Source: an optimization exercise on an open RTL-to-GDS flow (aim: a short achievable clock period and few clock cycles per item). Production flows keep margins and buffers that such runs may drop. In this exercise RTL edits were held to simulation tests only and were not proved equivalent to the original. The clock port is modelled as an ideal driver; clocking choices that lean on that would not hold on a real chip. Power figures rest on the tool's default switching activity, not on a simulated workload.

Design dfu_top, start of the top module:
module dfu_top (
	input  logic        clk,
	input  logic        rst,
	input  logic        a_valid,
	input  logic [4:0]  a_op,
	input  logic [31:0] a_data,
	output logic        a_ready,
	input  logic        b_valid,
	input  logic [31:0] b_data,
	output logic        b_ready,
	output logic        res_valid,
	output logic [31:0] res_data,
	input  logic        res_ready
);
Settings: LEC_CHECK=0, CAP_MARGIN=20, CORE_MARGIN=2, CORE_UTILIZATION=40, SETUP_SLACK_MARGIN=4.0, SLEW_MARGIN=20; clock period 9.0 ns.
standard.sh (not shown) runs the stock make flow with config.mk's settings and CLKGATE_MAP_FILE= SYNTH_SCRIPT=/design/flow/synth_recipe.tcl, a recipe that flattens the netlist after the stock synthesis.
==> flow/flow/run.sh <==
#!/bin/bash
# The standard layout (standard.sh, all ORFS steps to finish) with these
# changes:
# - synthesis runs through flow/synth.tcl: modules are mapped one by one
#   (SYNTH_HIERARCHICAL 1, flattened at the end as the standard flow's synthesis
#   does), with flow/speed.abc, a delay-driven ABC script, and with no
#   adder cells extracted;
# - the port buffers are plain sky130_fd_sc_hd__buf_4 cells (which the
#   resizer may resize) rather than delay cells;
# - the CTS and global-route steps each end with extra setup repair
#   passes (flow/post_cts.tcl, flow/post_grt.tcl).
# Make's full output goes to flow_make.log in the work folder; ORFS keeps
# each step's log under orfs/logs/.
set -euo pipefail
work=$(pwd)
bash standard.sh \
  SYNTH_HIERARCHICAL=1 \
  SYNTH_SCRIPT="$work/flow/synth.tcl" \
  FLOW_ABC_SCRIPT="$work/flow/speed.abc" \
  BUFFER_PORTS_ARGS="-buffer_cell sky130_fd_sc_hd__buf_4" \
  POST_CTS_TCL="$work/flow/post_cts.tcl" \
  POST_GLOBAL_ROUTE_TCL="$work/flow/post_grt.tcl" \
  finish > "$work/flow_make.log" 2>&1
==> flow/flow/post_cts.tcl <==
# more setup repair passes after the standard CTS-stage repair, then
# legalise the placement again
estimate_parasitics -placement
repair_timing -setup -setup_margin $::env(SETUP_SLACK_MARGIN) -repair_tns 100 -verbose
repair_timing -setup -setup_margin $::env(SETUP_SLACK_MARGIN) -repair_tns 100 -skip_last_gasp -sequence "sizeup,swap,buffer,clone" -verbose
repair_timing -setup -setup_margin $::env(SETUP_SLACK_MARGIN) -repair_tns 100 -verbose
repair_timing -setup -setup_margin $::env(SETUP_SLACK_MARGIN) -repair_tns 100 -skip_last_gasp -sequence "unbuffer,sizeup,swap,buffer,clone,split" -verbose
detailed_placement
check_placement -verbose
==> flow/flow/post_grt.tcl <==
# more setup repair passes on global-route parasitics after the
# standard one, then legalise, reroute the changed nets and write the
# route guides again
estimate_parasitics -global_routing
repair_timing -setup -setup_margin $::env(SETUP_SLACK_MARGIN) -repair_tns 100 -verbose
repair_timing -setup -setup_margin $::env(SETUP_SLACK_MARGIN) -repair_tns 100 -skip_last_gasp -sequence "sizeup,swap,buffer,clone" -verbose
global_route -start_incremental
detailed_placement
global_route -end_incremental
estimate_parasitics -global_routing
write_guides $::env(RESULTS_DIR)/route.guide
==> flow/flow/synth.tcl <==
# The standard synthesis (synth_recipe.tcl), run with SYNTH_HIERARCHICAL 1
# so each module is mapped on its own, and with two changes: Yosys's abc
# command uses flow/speed.abc, a delay-driven mapping script, instead of
# the ORFS speed script; and no full or half adder cells are extracted, so
# ABC maps all the adder logic itself. Everything else, registers
# included, is unchanged.
proc synth {args} { yosys synth -nofsm -noshare {*}$args }
proc abc {args} {
  set i [lsearch -exact $args -script]
  if {$i >= 0} { lset args [expr {$i + 1}] $::env(FLOW_ABC_SCRIPT) }
  set j [lsearch -exact $args -D]
  if {$j >= 0} { lset args [expr {$j + 1}] 1500 } else { lappend args -D 1500 }
  yosys abc {*}$args
}
proc extract_fa {args} {}
source $::env(SCRIPTS_DIR)/synth.tcl
# left out here: clear keep_hierarchy, flatten, clean up, hide names made inside functions, write 1_2_yosys.v
Other scripts of this flow, unchanged in this note and not shown: flow/flow/speed.abc
Testbench counts at the start, summed over its fixed seeds: cycles 9,419, items 8,000.
Next try:
--- a/flow/flow/run.sh
+++ b/flow/flow/run.sh
@@ -4,6 +4,6 @@
 # - synthesis runs through flow/synth.tcl: modules are mapped one by one
 #   (SYNTH_HIERARCHICAL 1, flattened at the end as the standard flow's synthesis
-#   does), with flow/speed.abc, a delay-driven ABC script, and with no
-#   adder cells extracted;
+#   does), with flow/speed.abc, a delay-driven ABC script, and with adder
+#   cells extracted only in the multiplier;
 # - the port buffers are plain sky130_fd_sc_hd__buf_4 cells (which the
 #   resizer may resize) rather than delay cells;
==> flow/flow/post_cts.tcl (replaced) <==
# two more setup repair passes after the standard CTS-stage repair,
# then legalise the placement again
estimate_parasitics -placement
repair_timing -setup -setup_margin $::env(SETUP_SLACK_MARGIN) -repair_tns 100 -verbose
repair_timing -setup -setup_margin $::env(SETUP_SLACK_MARGIN) -repair_tns 100 -skip_last_gasp -sequence "sizeup,swap,buffer,clone" -verbose
detailed_placement
check_placement -verbose
==> flow/flow/post_grt.tcl (replaced) <==
# one more setup repair pass on global-route parasitics after the
# standard one, then legalise, reroute the changed nets and write the
# route guides again
estimate_parasitics -global_routing
repair_timing -setup -setup_margin $::env(SETUP_SLACK_MARGIN) -repair_tns 100 -verbose
global_route -start_incremental
detailed_placement
global_route -end_incremental
estimate_parasitics -global_routing
write_guides $::env(RESULTS_DIR)/route.guide
--- a/flow/flow/synth.tcl
+++ b/flow/flow/synth.tcl
@@ -2,7 +2,7 @@
 # so each module is mapped on its own, and with two changes: Yosys's abc
 # command uses flow/speed.abc, a delay-driven mapping script, instead of
-# the ORFS speed script; and no full or half adder cells are extracted, so
-# ABC maps all the adder logic itself. Everything else, registers
-# included, is unchanged.
+# the ORFS speed script; and full and half adder cells are extracted only
+# in the multiplier, so the ALU's adders stay visible to ABC. Everything
+# else, registers included, is unchanged.
 proc synth {args} { yosys synth -nofsm -noshare {*}$args }
 proc abc {args} {
@@ -13,5 +13,5 @@
   yosys abc {*}$args
 }
-proc extract_fa {args} {}
+proc extract_fa {args} { yosys extract_fa {*}$args mul_pipe }
 source $::env(SCRIPTS_DIR)/synth.tcl
 # left out here: clear keep_hierarchy, flatten, clean up, hide names made inside functions, write 1_2_yosys.v
- CORE_UTILIZATION: 40 -> 55
- PLACE_DENSITY: default -> 0.7
- SETUP_SLACK_MARGIN: 4.0 -> 3.0
After rerunning:
- The changed run finished with timing, DRC and antenna clean
- cell count drops by 35%
- total power climbs by 6.2%
- combinational power climbs by 7.0%
- critical path depth drops by 3
- non-clock buffer count drops by 236
- die area drops by 43%
- setup slack degrades by 250 ps
Next try:
==> flow/flow/run.sh (replaced) <==
#!/bin/bash
# The standard layout (standard.sh, all ORFS steps to finish) with these
# changes: synthesis maps the logic with flow/speed.abc, a delay-driven
# ABC script, through flow/synth.tcl; and the CTS and global-route steps
# each end with extra setup repair passes (flow/post_cts.tcl,
# flow/post_grt.tcl). Make's full output goes to flow_make.log in the
# work folder; ORFS keeps each step's log under orfs/logs/.
set -euo pipefail
work=$(pwd)
bash standard.sh \
  SYNTH_SCRIPT="$work/flow/synth.tcl" \
  FLOW_ABC_SCRIPT="$work/flow/speed.abc" \
  POST_CTS_TCL="$work/flow/post_cts.tcl" \
  POST_GLOBAL_ROUTE_TCL="$work/flow/post_grt.tcl" \
  finish > "$work/flow_make.log" 2>&1
==> flow/flow/synth.tcl (replaced) <==
# The standard synthesis (synth_recipe.tcl), with Yosys's abc command
# pointed at flow/speed.abc, a delay-driven mapping script, instead of the
# ORFS speed script; everything else, registers included, is unchanged
proc synth {args} { yosys synth -nofsm -noshare {*}$args }
proc abc {args} {
  set i [lsearch -exact $args -script]
  if {$i >= 0} { lset args [expr {$i + 1}] $::env(FLOW_ABC_SCRIPT) }
  set j [lsearch -exact $args -D]
  if {$j >= 0} { lset args [expr {$j + 1}] 1500 } else { lappend args -D 1500 }
  yosys abc {*}$args
}
source $::env(SCRIPTS_DIR)/synth.tcl
# left out here: clear keep_hierarchy, flatten, clean up, hide names made inside functions, write 1_2_yosys.v
- CORE_UTILIZATION: 55 -> 40
- PLACE_DENSITY: 0.7 -> default
=>
- total power falls by roughly a tenth
- routed wire length rises by a few percent
- non-clock buffer count rises by 331
- final area rises by roughly a tenth
- clock skew falls by 6.5 ps
- fmax rises slightly
- utilization falls by 13 points
- clock power falls by roughly a tenth

---

## willow
Another version of the RTL of dfu_top (not shown whole).
Size: roughly 3400 cells after synthesis, roughly 29000 sq um of cells after synthesis.
Settings: LEC_CHECK=0, CAP_MARGIN=20, CORE_MARGIN=2, CORE_UTILIZATION=50, SETUP_SLACK_MARGIN=3.0, SLEW_MARGIN=20; clock period 9.0 ns.
run.sh (not shown) runs the stock make flow with config.mk's settings and CLKGATE_MAP_FILE= SYNTH_SCRIPT=/design/flow/synth_recipe.tcl, a recipe that flattens the netlist after the stock synthesis.
Stock flow here: none of the scripts above is used.
Testbench counts of willow, summed over its fixed seeds: cycles 10,092, items 8,000.
> inputs changed (willow -> violet)
- changing CORE_UTILIZATION from 50 to 40
- setting ABC_CLOCK_PERIOD_IN_PS to 4000 for the first time
Results
violet against willow: number of nets in the final layout now sits higher; total wire length went down; clock power shows an increase of 8.0%; proportion of cell area occupied by multi-input gates went down. Origin of the worst setup path: a_data[5] -> violet, a_data[12] -> willow.
Relative to violet, the following input files were edited for tundra:
- SETUP_SLACK_MARGIN changed from 3.0 to 4.5
- ABC_CLOCK_PERIOD_IN_PS removed (was 4000)
### Flow results
tundra finished all stages; the layout is clean. Clock network fraction of design power is higher on violet. violet -> tundra: flip-flop and latch count after synthesis delta 0, exact match. violet → tundra: maximum frequency flat, met1 layer wirelength in the final routing up 5.5%, setup slack of the critical path after layout down 0.010 ns, wire length up 6.8%.
Inputs modified between tundra and zinc:
- setting PLACE_DENSITY to 0.8 for the first time
- changing CORE_UTILIZATION from 40 to 65
- changing SETUP_SLACK_MARGIN from 4.5 to 3.0
Among tundra and zinc, the run that stopped before the end is zinc, and it is the only one.
Routability-driven placement congestion ratio (zinc vs. tundra) increases by a little under 10%
Re post-placement cell area: zinc is 3.2% down on tundra.
Against tundra, zinc comes in about 20% lower on x dimension of the die.
Between tundra and zinc, the netlist area before placement does not differ in any meaningful way.
Re number of cells in the design after placement: tundra and zinc aren't equal, and the higher value belongs to tundra.
Going from tundra to zinc, total nets after synthesis neither gained nor lost much; synthesis-stage register bit count did not really move.

---

## job 6725
dfu_top with an RTL version that a note above also has.
Size in the first run: about 160 flip-flops, ~0.033 sq mm of cells after synthesis.
clock: 9.0 ns
lec_check: 0
cap_margin: 20
core_margin: 2
core_utilization: 40
setup_slack_margin: 3.0
slew_margin: 20
standard.sh (not shown) runs the stock make flow with config.mk's settings and CLKGATE_MAP_FILE= SYNTH_SCRIPT=/design/flow/synth_recipe.tcl, a recipe that flattens the netlist after the stock synthesis.
==> flow/flow/run.sh <==
#!/bin/bash
# The standard layout (standard.sh, all ORFS steps to finish) with one
# change: synthesis maps the logic with flow/speed.abc, a delay-driven
# ABC script, through flow/synth.tcl. Make's full output goes to
# flow_make.log in the work folder; ORFS keeps each step's log under
# orfs/logs/.
set -euo pipefail
work=$(pwd)
bash standard.sh \
  SYNTH_SCRIPT="$work/flow/synth.tcl" \
  FLOW_ABC_SCRIPT="$work/flow/speed.abc" \
  finish > "$work/flow_make.log" 2>&1
==> flow/flow/speed.abc <==
strash
dch -f
map -p {D}
topo
buffer -c
stime -c
upsize -c {D}
dnsize -c {D}
==> flow/flow/synth.tcl <==
# The standard synthesis (synth_recipe.tcl), with Yosys's abc command
# pointed at flow/speed.abc, a delay-driven mapping script, instead of the
# ORFS speed script; everything else, registers included, is unchanged
proc synth {args} { yosys synth -nofsm -noshare {*}$args }
proc abc {args} {
  set i [lsearch -exact $args -script]
  if {$i >= 0} { lset args [expr {$i + 1}] $::env(FLOW_ABC_SCRIPT) }
  set j [lsearch -exact $args -D]
  if {$j >= 0} { lset args [expr {$j + 1}] 1500 } else { lappend args -D 1500 }
  yosys abc {*}$args
}
source $::env(SCRIPTS_DIR)/synth.tcl
# left out here: clear keep_hierarchy, flatten, clean up, hide names made inside functions, write 1_2_yosys.v
Job 6725 completed; timing, DRC and antenna clean
Testbench counts of job 6725, summed over its fixed seeds: cycles 9,419, items 8,000.
Setup changes, job 6725 to job 2421
Settings: an added ABC_CLOCK_PERIOD_IN_PS of 4000.
==> flow/run.sh (new file) <==
#!/bin/bash
# synth_recipe.tcl (not shown) runs the flow's synth.tcl, then flattens the netlist and writes it again
# the make line also repeats each setting of config.mk as NAME=value (left out here)
make -C /OpenROAD-flow-scripts/flow DESIGN_CONFIG=/design/flow/config.mk WORK_HOME=/design/flow/orfs CLKGATE_MAP_FILE= SYNTH_SCRIPT=/design/flow/synth_recipe.tcl finish
removed: flow/flow/run.sh
removed: flow/flow/speed.abc
removed: flow/flow/synth.tcl
removed: flow/standard.sh
## What came out
Compare job 6725 and job 2421 | final cycle utilization of the critical path lower: job 6725
Delta (job 2421 minus job 6725): multi-input gate share of the layout cell area fell 1.2 points, number of inserted diodes decreased by 6 relative to the old numbers, wire length of the first global-routing pass lower.
Diff job 6725 and job 2421: clock latency of the later-clocked register in the worst-skew pair lower in job 2421
Between job 2421 and job 6725, it is job 2421 whose share of cells above drive strength 1 is higher, by 4.0 points.
[compare] base=job 6725 new=job 2421: arrival time reported for the critical path endpoint picked up an extra 320 ps; total wire length lost about 14%; final total power picked up an extra about 16%.
Summary of job 2421 over job 6725: part of the total power dissipated in combinational logic went up, relative slew slack went up.
Relative to job 2421, the following input files were edited for job 3397:
Settings: a deleted ABC_CLOCK_PERIOD_IN_PS that had been 4000.
==> flow/flow/run.sh (new file) <==
#!/bin/bash
# The standard layout (standard.sh, all ORFS steps to finish) with one
# change: synthesis maps the logic with flow/speed.abc, a delay-driven
# ABC script, through flow/synth.tcl. Make's full output goes to
# flow_make.log in the work folder; ORFS keeps each step's log under
# orfs/logs/.
set -euo pipefail
work=$(pwd)
bash standard.sh \
  SYNTH_SCRIPT="$work/flow/synth.tcl" \
  FLOW_ABC_SCRIPT="$work/flow/speed.abc" \
  finish > "$work/flow_make.log" 2>&1
==> flow/flow/speed.abc (new file) <==
strash
dch -f
map -p {D}
strash
dch -f
map -p {D}
topo
buffer -c
stime -c
upsize -c {D}
dnsize -c {D}
==> flow/flow/synth.tcl (new file) <==
# The standard synthesis (synth_recipe.tcl), with Yosys's abc command
# pointed at flow/speed.abc, a delay-driven mapping script, instead of the
# ORFS speed script; everything else, registers included, is unchanged
proc synth {args} { yosys synth -nofsm -noshare {*}$args }
proc abc {args} {
  set i [lsearch -exact $args -script]
  if {$i >= 0} { lset args [expr {$i + 1}] $::env(FLOW_ABC_SCRIPT) }
  set j [lsearch -exact $args -D]
  if {$j >= 0} { lset args [expr {$j + 1}] 1500 } else { lappend args -D 1500 }
  yosys abc {*}$args
}
source $::env(SCRIPTS_DIR)/synth.tcl
# left out here: clear keep_hierarchy, flatten, clean up, hide names made inside functions, write 1_2_yosys.v
==> flow/standard.sh (new file) <==
#!/bin/bash
# synth_recipe.tcl (not shown) runs the flow's synth.tcl, then flattens the netlist and writes it again
# the make line also repeats each setting of config.mk as NAME=value (left out here)
make -C /OpenROAD-flow-scripts/flow DESIGN_CONFIG=/design/flow/config.mk WORK_HOME=/design/flow/orfs CLKGATE_MAP_FILE= SYNTH_SCRIPT=/design/flow/synth_recipe.tcl "${@:-finish}"
removed: flow/run.sh
[summary]
Summary: with job 2421 as the reference, number of cells in the design after placement in job 3397 moved up by more than 10%.
Delta(final cell count, job 3397 - job 2421) > 0
Number of ordinary inverters in the final layout delta for job 3397 relative to job 2421: 127 higher
Via count (job 3397 / job 2421): 1.16
Of the two values seen for beginning of the critical path, a_data[10] was produced by job 2421 and b_data[22] by job 3397.
Switching share of total power: job 3397 < job 2421
Diff job 2421 -> job 3397: minimum clock period has decreased; initial antenna violation count has increased.
Both conditions hold for job 3397: the flow ran to the end and the final layout passed the timing, DRC and antenna checks.
Cell count along the critical path for job 3397 is lower than for job 2421.
Floorplan die width (job 3397 vs. job 2421) increases by a few percent
In the metrics for job 3397 and job 2421, the one carrying the higher layout-stage area growth over the synthesis result is job 3397.
[job 3397 vs job 2421] multi-input logic portion of the cell area: lower in job 3397
The inputs of job 8403 differ from those of job 3397 as listed below.
==> flow/flow/run.sh <==
#!/bin/bash
# The standard layout (standard.sh, all ORFS steps to finish) with these
# changes: synthesis maps the logic with flow/speed.abc, a delay-driven
# ABC script, through flow/synth.tcl; the port buffers are plain
# sky130_fd_sc_hd__buf_4 cells (which the resizer may then resize)
# rather than delay cells; and the CTS and global-route steps each end
# with extra setup repair passes (flow/post_cts.tcl, flow/post_grt.tcl). Make's full output goes to flow_make.log in the
# work folder; ORFS keeps each step's log under orfs/logs/.
set -euo pipefail
work=$(pwd)
bash standard.sh \
  SYNTH_SCRIPT="$work/flow/synth.tcl" \
  FLOW_ABC_SCRIPT="$work/flow/speed.abc" \
  BUFFER_PORTS_ARGS="-buffer_cell sky130_fd_sc_hd__buf_4" \
  POST_CTS_TCL="$work/flow/post_cts.tcl" \
  POST_GLOBAL_ROUTE_TCL="$work/flow/post_grt.tcl" \
  finish > "$work/flow_make.log" 2>&1
==> flow/flow/post_cts.tcl (new file) <==
# two more setup repair passes after the standard CTS-stage repair,
# then legalise the placement again
estimate_parasitics -placement
repair_timing -setup -setup_margin $::env(SETUP_SLACK_MARGIN) -repair_tns 100 -verbose
repair_timing -setup -setup_margin $::env(SETUP_SLACK_MARGIN) -repair_tns 100 -skip_last_gasp -sequence "sizeup,swap,buffer,clone" -verbose
detailed_placement
check_placement -verbose
==> flow/flow/post_grt.tcl (new file) <==
# one more setup repair pass on global-route parasitics after the
# standard one, then legalise, reroute the changed nets and write the
# route guides again
estimate_parasitics -global_routing
repair_timing -setup -setup_margin $::env(SETUP_SLACK_MARGIN) -repair_tns 100 -verbose
global_route -start_incremental
detailed_placement
global_route -end_incremental
estimate_parasitics -global_routing
write_guides $::env(RESULTS_DIR)/route.guide
--- outcome ---
Job 8403 reached the end of the flow, and the finished layout is clean on the timing, DRC and antenna checks.
On worst hold slack: between job 8403 and job 3397, it ends up higher for job 3397.
Compared with job 3397, job 8403 is the less power-hungry design.
Job 8403 supports a higher top clock frequency than job 3397.
From job 3397 to job 8403 the numbers moved as follows: total internal power saw a decrease, routed wire length saw a decrease, routing usage on met2 saw a decrease, share of final layout cell area taken by clock buffers and inverters saw little to no change, core utilization saw a decrease.
Area after detailed placement on job 8403 is down relative to job 3397.
Input-level comparison between job 7767 and job 8403:
Settings: SETUP_SLACK_MARGIN now 4.0, was 3.0; CORE_UTILIZATION now 30, was 40.
==> flow/flow/run.sh <==
#!/bin/bash
# The standard layout (standard.sh, all ORFS steps to finish) with these
# changes:
# - synthesis runs through flow/synth.tcl: modules are mapped one by one
#   (SYNTH_HIERARCHICAL 1, flattened at the end as the standard flow's synthesis
#   does), with flow/speed.abc, a delay-driven ABC script, and with no
#   adder cells extracted;
# - the port buffers are plain sky130_fd_sc_hd__buf_4 cells (which the
#   resizer may resize) rather than delay cells;
# - the CTS and global-route steps each end with extra setup repair
#   passes (flow/post_cts.tcl, flow/post_grt.tcl).
# Make's full output goes to flow_make.log in the work folder; ORFS keeps
# each step's log under orfs/logs/.
set -euo pipefail
work=$(pwd)
bash standard.sh \
  SYNTH_HIERARCHICAL=1 \
  SYNTH_SCRIPT="$work/flow/synth.tcl" \
  FLOW_ABC_SCRIPT="$work/flow/speed.abc" \
  BUFFER_PORTS_ARGS="-buffer_cell sky130_fd_sc_hd__buf_4" \
  POST_CTS_TCL="$work/flow/post_cts.tcl" \
  POST_GLOBAL_ROUTE_TCL="$work/flow/post_grt.tcl" \
  finish > "$work/flow_make.log" 2>&1
==> flow/flow/synth.tcl <==
# The standard synthesis (synth_recipe.tcl), run with SYNTH_HIERARCHICAL 1
# so each module is mapped on its own, and with two changes: Yosys's abc
# command uses flow/speed.abc, a delay-driven mapping script, instead of
# the ORFS speed script; and no full or half adder cells are extracted, so
# ABC maps all the adder logic itself. Everything else, registers
# included, is unchanged.
proc synth {args} { yosys synth -nofsm -noshare {*}$args }
proc abc {args} {
  set i [lsearch -exact $args -script]
  if {$i >= 0} { lset args [expr {$i + 1}] $::env(FLOW_ABC_SCRIPT) }
  set j [lsearch -exact $args -D]
  if {$j >= 0} { lset args [expr {$j + 1}] 1500 } else { lappend args -D 1500 }
  yosys abc {*}$args
}
proc extract_fa {args} {}
source $::env(SCRIPTS_DIR)/synth.tcl
# left out here: clear keep_hierarchy, flatten, clean up, hide names made inside functions, write 1_2_yosys.v
--- outcome ---
On final hold slack: job 7767 sits above job 8403.
Diff job 8403 and job 7767: via count normalized by instance count higher in job 7767
Final weighted congestion in routability-driven placement, job 8403 and job 7767: higher on job 8403
The core of job 7767 is less densely filled than that of job 8403.
Going from job 8403 to job 7767, cell count of the worst reg-to-reg path grows by 1.
On clock insertion delay at the later pin of the skew report, the lower figure sits with job 8403, not job 7767.
A launching element of the worst setup path of a_data[12] is what job 8403 shows, while b_data[5] belongs to job 7767.
Comparing job 8403 and job 7767, the higher iteration count of the initial detailed-routing pass is on job 7767.
Going from job 8403 to job 7767, synthesized instance count grew by more than half.
Looking at post-route worst setup slack across both flows, job 7767 is the stronger of the two, with job 8403 trailing.
Job 7767 ends up with higher depth of the critical timing path with buffers and inverters included than job 8403 does.
Between job 8403 and job 7767, clock skew is lower for job 8403, job 7767 comes in above that.
The inputs of job 5586 differ from those of job 7767 as listed below.
Settings: SETUP_SLACK_MARGIN now 3.0, was 4.0; CORE_UTILIZATION now 40, was 30.
--- a/flow/flow/run.sh
+++ b/flow/flow/run.sh
@@ -4,6 +4,6 @@
 # - synthesis runs through flow/synth.tcl: modules are mapped one by one
 #   (SYNTH_HIERARCHICAL 1, flattened at the end as the standard flow's synthesis
-#   does), with flow/speed.abc, a delay-driven ABC script, and with no
-#   adder cells extracted;
+#   does), with flow/speed.abc, a delay-driven ABC script, and with adder
+#   cells extracted only in the multiplier;
 # - the port buffers are plain sky130_fd_sc_hd__buf_4 cells (which the
 #   resizer may resize) rather than delay cells;
--- a/flow/flow/synth.tcl
+++ b/flow/flow/synth.tcl
@@ -2,7 +2,7 @@
 # so each module is mapped on its own, and with two changes: Yosys's abc
 # command uses flow/speed.abc, a delay-driven mapping script, instead of
-# the ORFS speed script; and no full or half adder cells are extracted, so
-# ABC maps all the adder logic itself. Everything else, registers
-# included, is unchanged.
+# the ORFS speed script; and full and half adder cells are extracted only
+# in the multiplier, so the ALU's adders stay visible to ABC. Everything
+# else, registers included, is unchanged.
 proc synth {args} { yosys synth -nofsm -noshare {*}$args }
 proc abc {args} {
@@ -13,5 +13,5 @@
   yosys abc {*}$args
 }
-proc extract_fa {args} {}
+proc extract_fa {args} { yosys extract_fa {*}$args mul_pipe }
 source $::env(SCRIPTS_DIR)/synth.tcl
 # left out here: clear keep_hierarchy, flatten, clean up, hide names made inside functions, write 1_2_yosys.v
Results
On time the final worst path needs with I/O delays and setup, job 5586 does worse than job 7767.
Re total nets after synthesis: job 5586 and job 7767 aren't equal, and the lower value belongs to job 5586.
The number of placed cells counting well taps number comes out higher for job 7767 vs job 5586.
sky130_fd_sc_hd__fa_1 as the critical-path cell with the highest stage delay was reported by job 5586, and sky130_fd_sc_hd__a211oi_4 by job 7767.
In job 5586, sum of routed wire length over all layers is lower than in job 7767.
Comparing job 5586 and job 7767, the lower maximum clock rate is on job 5586.

## separate check: timing with driven ports
In the flow no input, the clock included, has a driving cell. The finished layouts below were timed again as built, in two steps.
Step 1 assumes that a clkbuf_16 drives the clock port and a buf_2 every other input.
Step 2 moves the port delays by t, midway between the first and last clock arrival at a register: inputs arrive t later, outputs are due t later. That takes back most of the time a late clock gives input paths.
Slacks: ideal / step 1 / step 2; pairs: ideal / step 1.
run | shift t [ns] | setup WS [ns] | worst setup path at the end | worst slew at a driven data input, ns | pins driven straight from the clock port
the first run of note 1 | 0.594 | 2.939 / 2.664 / 2.371 | input to register | 0.43 | 1
the second run of note 1 | 0.536 | 2.690 / 2.458 / 2.458 | input to output | 0.36 | 1
the third run of note 1 | 0.543 | 2.764 / 2.636 / 2.544 | input to register | 0.29 | 1
willow | 0.550 | 2.132 / 1.950 / 1.950 | input to output | 0.24 | 1
violet | 0.565 | 2.263 / 2.072 / 2.072 | input to output | 0.22 | 1
tundra | 0.544 | 2.252 / 2.061 / 2.061 | input to output | 0.28 | 1
job 6725 | 0.540 | 2.689 / 2.501 / 2.501 | input to output | 0.30 | 1
job 2421 | 0.546 | 2.370 / 2.158 / 2.158 | input to output | 0.23 | 1
job 3397 | 0.542 | 2.753 / 2.614 / 2.529 | input to register | 0.29 | 1
job 8403 | 0.556 | 2.779 / 2.573 / 2.535 | input to register | 0.36 | 1
job 7767 | 0.566 | 2.895 / 2.658 / 2.658 | input to output | 0.47 | 1
job 5586 | 0.566 | 2.838 / 2.691 / 2.691 | input to output | 0.35 | 1
After both steps setup and hold are still met in every run listed. The setup slack of the first run of note 1, which loses most, moves by -0.275 ns with the drivers and by -0.568 ns with both steps.
